Context: an optimization exercise on an open-source flow, tuned for small area, a short achievable clock period and few clock cycles. The choices shown serve that exercise and are no tape-out recipe.
Only simulation tests tie the RTL to the original design; equivalence was not proved.
Power figures rest on the tool's default switching activity, not on a simulated workload.

Setup of run A:
## force_torque_packet_deframer_core
module force_torque_packet_deframer_core (
  input  logic                     clk_i,
  input  logic                     rst_ni,
  input  logic                     in_valid_i,
  output logic                     in_stall_o,
  input  logic [BYTE_W-1:0]        rx_byte_i,
  output logic                     out_valid_o,
  input  logic                     out_stall_i,
  output logic signed [PROD_W-1:0] force_x_o,
  output logic signed [PROD_W-1:0] force_y_o,
  output logic signed [PROD_W-1:0] force_z_o,
  output logic signed [PROD_W-1:0] torque_x_o,
  output logic signed [PROD_W-1:0] torque_y_o,
  output logic signed [PROD_W-1:0] torque_z_o,
  output logic [SKIP_W-1:0]        skipped_bytes_o,
  input  logic                     cfg_valid_i,
  output logic                     cfg_ready_o,
  input  logic [CFG_IDX_W-1:0]     cfg_index_i,
  input  logic [GAIN_W-1:0]        cfg_data_i
);
Size in the first run: roughly 400 I/O pins, roughly 28000 µm² of cells after synthesis.
clock: 11.0 ns
lec_check: 0
cap_margin: 20
core_margin: 2
core_utilization: 65
cts_cluster_diameter: 100
cts_cluster_size: 25
slew_margin: 20
standard.sh (not shown) runs the stock make flow with config.mk's settings and CLKGATE_MAP_FILE= SYNTH_SCRIPT=/design/flow/synth_recipe.tcl, a recipe that flattens the netlist after the stock synthesis.
==> flow/flow/run.sh <==
#!/bin/bash
# The standard layout (the standard.sh), with these changes to how the
# layout is made, none to the design's registers or the constraints:
#  - after the standard synthesis, polarity.py re-polarises the full adders
#    (a full adder is self-dual) to drop most inverters between them; the
#    registers and all other cells stay as synthesis made them;
#  - the port buffers are buf_1 cells instead of the delay buffer that
#    buffer_ports picks on its own (every port still gets its own buffer);
set -euo pipefail
export BUFFER_PORTS_ARGS="-buffer_cell sky130_fd_sc_hd__buf_1"
export SETUP_SLACK_MARGIN=7.62
RES=orfs/results/${FLOW_PLATFORM}/force_torque_packet_deframer_core/base
bash standard.sh synth > flow_synth.log 2>&1
cp $RES/1_2_yosys.v flow_synth_netlist.v
python3 flow/polarity.py flow_synth_netlist.v $RES/1_2_yosys.v > flow_polarity.log 2>&1
rm -f $RES/1_synth.odb $RES/1_synth.sdc
bash standard.sh > flow_layout.log 2>&1
test -s out/final.def
Other scripts of this flow, unchanged in this note and not shown: flow/flow/polarity.py
Testbench counts of run A, summed over its fixed seeds: cycles 31,328.
The inputs of run B differ from those of run A as listed below.
- CORE_UTILIZATION now 72, was 65
## What came out
- Diff run A -> run B | overall routed net length | down slightly
- Taking run A as the reference, in run B worst setup slack now sits at about the same level; global-route wire length before repair higher.
- Summary: with run A as the reference, detail-routed net length per standard cell in run B moved up slightly.
- Post-route standard cell area excluding fillers: run B vs run A, no meaningful difference
- The overall track demand over capacity in global routing of run B exceeds that of run A by 3.0 points.
## Diff of input files: run C against run B
- CTS_CLUSTER_SIZE: 25 -> 30
- CORE_UTILIZATION: 72 -> 65
- CTS_CLUSTER_DIAMETER: 100 -> 90
## What came out
- Run C: done, clean on timing, DRC and antenna
- Of run C and run B, the higher final period demand of the worst path belongs to run B.
- Sequential cell area share: run B vs run C — no meaningful difference
- Compared with run B, in run C post-place instance area has remained practically unchanged, total clock buffers created by CTS fell about 8%, final clock period utilization by the worst path has remained practically unchanged, routed wire length did not really move, worst path setup slack after routing now sits higher.

* * *

## job 1474
Another version of the RTL of force_torque_packet_deframer_core (not shown whole).
Size in the first run: about 2,000 cells after synthesis, about 400 I/O pins, about 0.028 mm² of cells after synthesis.
// force_torque_packet_deframer_core
module force_torque_packet_deframer_core (
  input  logic                     clk_i,
  input  logic                     rst_ni,
  input  logic                     in_valid_i,
  output logic                     in_stall_o,
  input  logic [BYTE_W-1:0]        rx_byte_i,
  output logic                     out_valid_o,
  input  logic                     out_stall_i,
  output logic signed [PROD_W-1:0] force_x_o,
  output logic signed [PROD_W-1:0] force_y_o,
  output logic signed [PROD_W-1:0] force_z_o,
  output logic signed [PROD_W-1:0] torque_x_o,
  output logic signed [PROD_W-1:0] torque_y_o,
  output logic signed [PROD_W-1:0] torque_z_o,
  output logic [SKIP_W-1:0]        skipped_bytes_o,
  input  logic                     cfg_valid_i,
  output logic                     cfg_ready_o,
  input  logic [CFG_IDX_W-1:0]     cfg_index_i,
  input  logic [GAIN_W-1:0]        cfg_data_i
);
  localparam logic [1:0] PH_HUNT = 2'd0, PH_ZERO = 2'd1, PH_PACKET = 2'd2;
  logic [GAIN_W-1:0] force_gain_q, torque_gain_q;
  assign cfg_ready_o = 1'b1;
  always_ff @(posedge clk_i or negedge rst_ni) begin
    if (!rst_ni) begin
      force_gain_q  <= FORCE_GAIN_RST;
      torque_gain_q <= TORQUE_GAIN_RST;
    end else if (cfg_valid_i) begin
      if (cfg_index_i == CFG_FORCE_GAIN)  force_gain_q  <= cfg_data_i;
      if (cfg_index_i == CFG_TORQUE_GAIN) torque_gain_q <= cfg_data_i;
    end
  end
  logic              tk_q;
  logic              stall_q;
  logic              accept;
  logic              is00_q, is17_q;
  logic [3:0]        one_q, two_q, neg_q;
  logic              b7_q;
  logic [3:0]        one_d, two_d, neg_d;
  logic [8:0]        bx;
  assign in_stall_o = stall_q;
  assign accept     = in_valid_i && !stall_q;
  ...
export LEC_CHECK = 0
export CAP_MARGIN = 20
export CORE_MARGIN = 2
export CORE_UTILIZATION = 60
export CTS_CLUSTER_DIAMETER = 100
export CTS_CLUSTER_SIZE = 25
export SLEW_MARGIN = 20
create_clock -name core_clock -period 11.0 [get_ports {clk_i}]
==> flow/flow/run.sh <==
#!/bin/bash
# The standard layout (the standard.sh), with these changes to how the
# layout is made, none to the design's registers or the constraints:
#  - after the standard synthesis, polarity.py re-polarises the full adders
#    (a full adder is self-dual) to drop most inverters between them; the
#    registers and all other cells stay as synthesis made them;
#  - the port buffers are buf_1 cells instead of the delay buffer that
#    buffer_ports picks on its own (every port still gets its own buffer);
set -euo pipefail
export BUFFER_PORTS_ARGS="-buffer_cell sky130_fd_sc_hd__buf_1"
export SETUP_SLACK_MARGIN=7.55
RES=orfs/results/${FLOW_PLATFORM}/force_torque_packet_deframer_core/base
bash standard.sh synth > flow_synth.log 2>&1
cp $RES/1_2_yosys.v flow_synth_netlist.v
python3 flow/polarity.py flow_synth_netlist.v $RES/1_2_yosys.v > flow_polarity.log 2>&1
rm -f $RES/1_synth.odb $RES/1_synth.sdc
bash standard.sh > flow_layout.log 2>&1
test -s out/final.def
Other scripts of this flow, unchanged in this note and not shown: flow/flow/polarity.py
Job 1474: no failed stages, no open violations at the end
Testbench counts of job 1474, summed over its fixed seeds: cycles 31,381.
Input changes introduced in job 113 (baseline for comparison: job 1474):
- swapping 60 for 40 in CORE_UTILIZATION
--- a/flow/flow/run.sh
+++ b/flow/flow/run.sh
@@ -11 +11 @@
-export SETUP_SLACK_MARGIN=7.55
+export SETUP_SLACK_MARGIN=7.45
[summary]
Job 113: no failed stages, no open violations at the end. Between job 1474 and job 113, the relative area change from synthesis to final layout is higher for job 113. Run comparison: job 113 launching instance or port of the critical path res_q[5][18]$_DFFE_PP_; job 1474 launching instance or port of the critical path acc_s_q[17]$_DFF_P_. Relative to job 1474, the count of clock-buffer cells in the layout measured on job 113 has decreased by a few percent. Taking job 1474 as the reference, in job 113 data arrival time of the critical path shows a reduction of 2.47 ns; final wirelength went up.
### job 113 -> job 6808
- CORE_UTILIZATION now 65, was 40
--- a/flow/flow/run.sh
+++ b/flow/flow/run.sh
@@ -11 +11 @@
-export SETUP_SLACK_MARGIN=7.45
+export SETUP_SLACK_MARGIN=7.62
Results
Looking at the reports, job 6808 completed the entire flow and the layout it produced met the timing, DRC and antenna checks.
Non-clock buffer count delta for job 6808 relative to job 113: about 0.7% higher
Between job 113 and job 6808, the number of multi-input combinational cells in the layout does not differ in any meaningful way.
Compare job 113 and job 6808 | combinational logic power higher: job 6808
Area of placed instances down 1.5% in job 6808 wrt job 113
Changes observed in job 6808 relative to job 113: area enclosed by the die boundary dropped 38%, well tap count went down 355.
On job 6808: post-layout utilization of the core is 28 points higher than what job 113 gave.
On power consumption: job 6808 sits below job 113.
Re post-layout minimum cycle time: job 6808 is 0.052 ns down on job 113.
Summary of job 6808 over job 113: growth of design area from synthesis to finish went down, power share of the clock group fell by 2.3 points.
Here is what was changed in the inputs of job 9266 compared with job 6808.
--- a/flow/flow/run.sh
+++ b/flow/flow/run.sh
@@ -11 +11 @@
-export SETUP_SLACK_MARGIN=7.62
+export SETUP_SLACK_MARGIN=7.72
### Flow results
Number of ordinary and repair buffers in the finished layout, job 9266 vs job 6808: up slightly
Against job 6808, total power in job 9266 rose slightly.
Job 9266: no failed stages, no open violations at the end
Comparing job 6808 with job 9266, the cell count came out essentially unchanged.

port drivers added, routing unchanged:
The results above use ideal ports. As a check the final layouts listed here were re-extracted and re-timed, cells and wires unchanged.
Step 1 sets driving cells, clkbuf_16 on the clock port and buf_2 on the other inputs (assumed; they add their load-dependent delay and slew).
Step 2, shift: input delay + t, output delay - t, t = (earliest + latest rising clock arrival at the registers) / 2. This alone moves slack from input paths to output paths.
Slacks: ideal / step 1 / step 2; pairs: ideal / step 1.
run	t, ns	setup WS [ns]	slew at the worst register clock pin (ns)
run A	0.649	7.607 / 7.545 / 7.510	0.11 / 0.11
run B	0.646	7.608 / 7.549 / 7.414	0.11 / 0.11
run C	0.637	7.620 / 7.561 / 7.515	0.11 / 0.11
job 1474	0.653	7.618 / 7.566 / 7.382	0.11 / 0.11
job 113	0.685	7.559 / 7.497 / 7.399	0.10 / 0.10
job 6808	0.652	7.611 / 7.553 / 7.408	0.11 / 0.11
job 9266	0.653	7.625 / 7.566 / 7.518	0.11 / 0.11
After both steps setup and hold are still met in every run listed. The setup slack of job 1474, which loses most, moves by -0.052 ns with the drivers and by -0.236 ns with both steps.
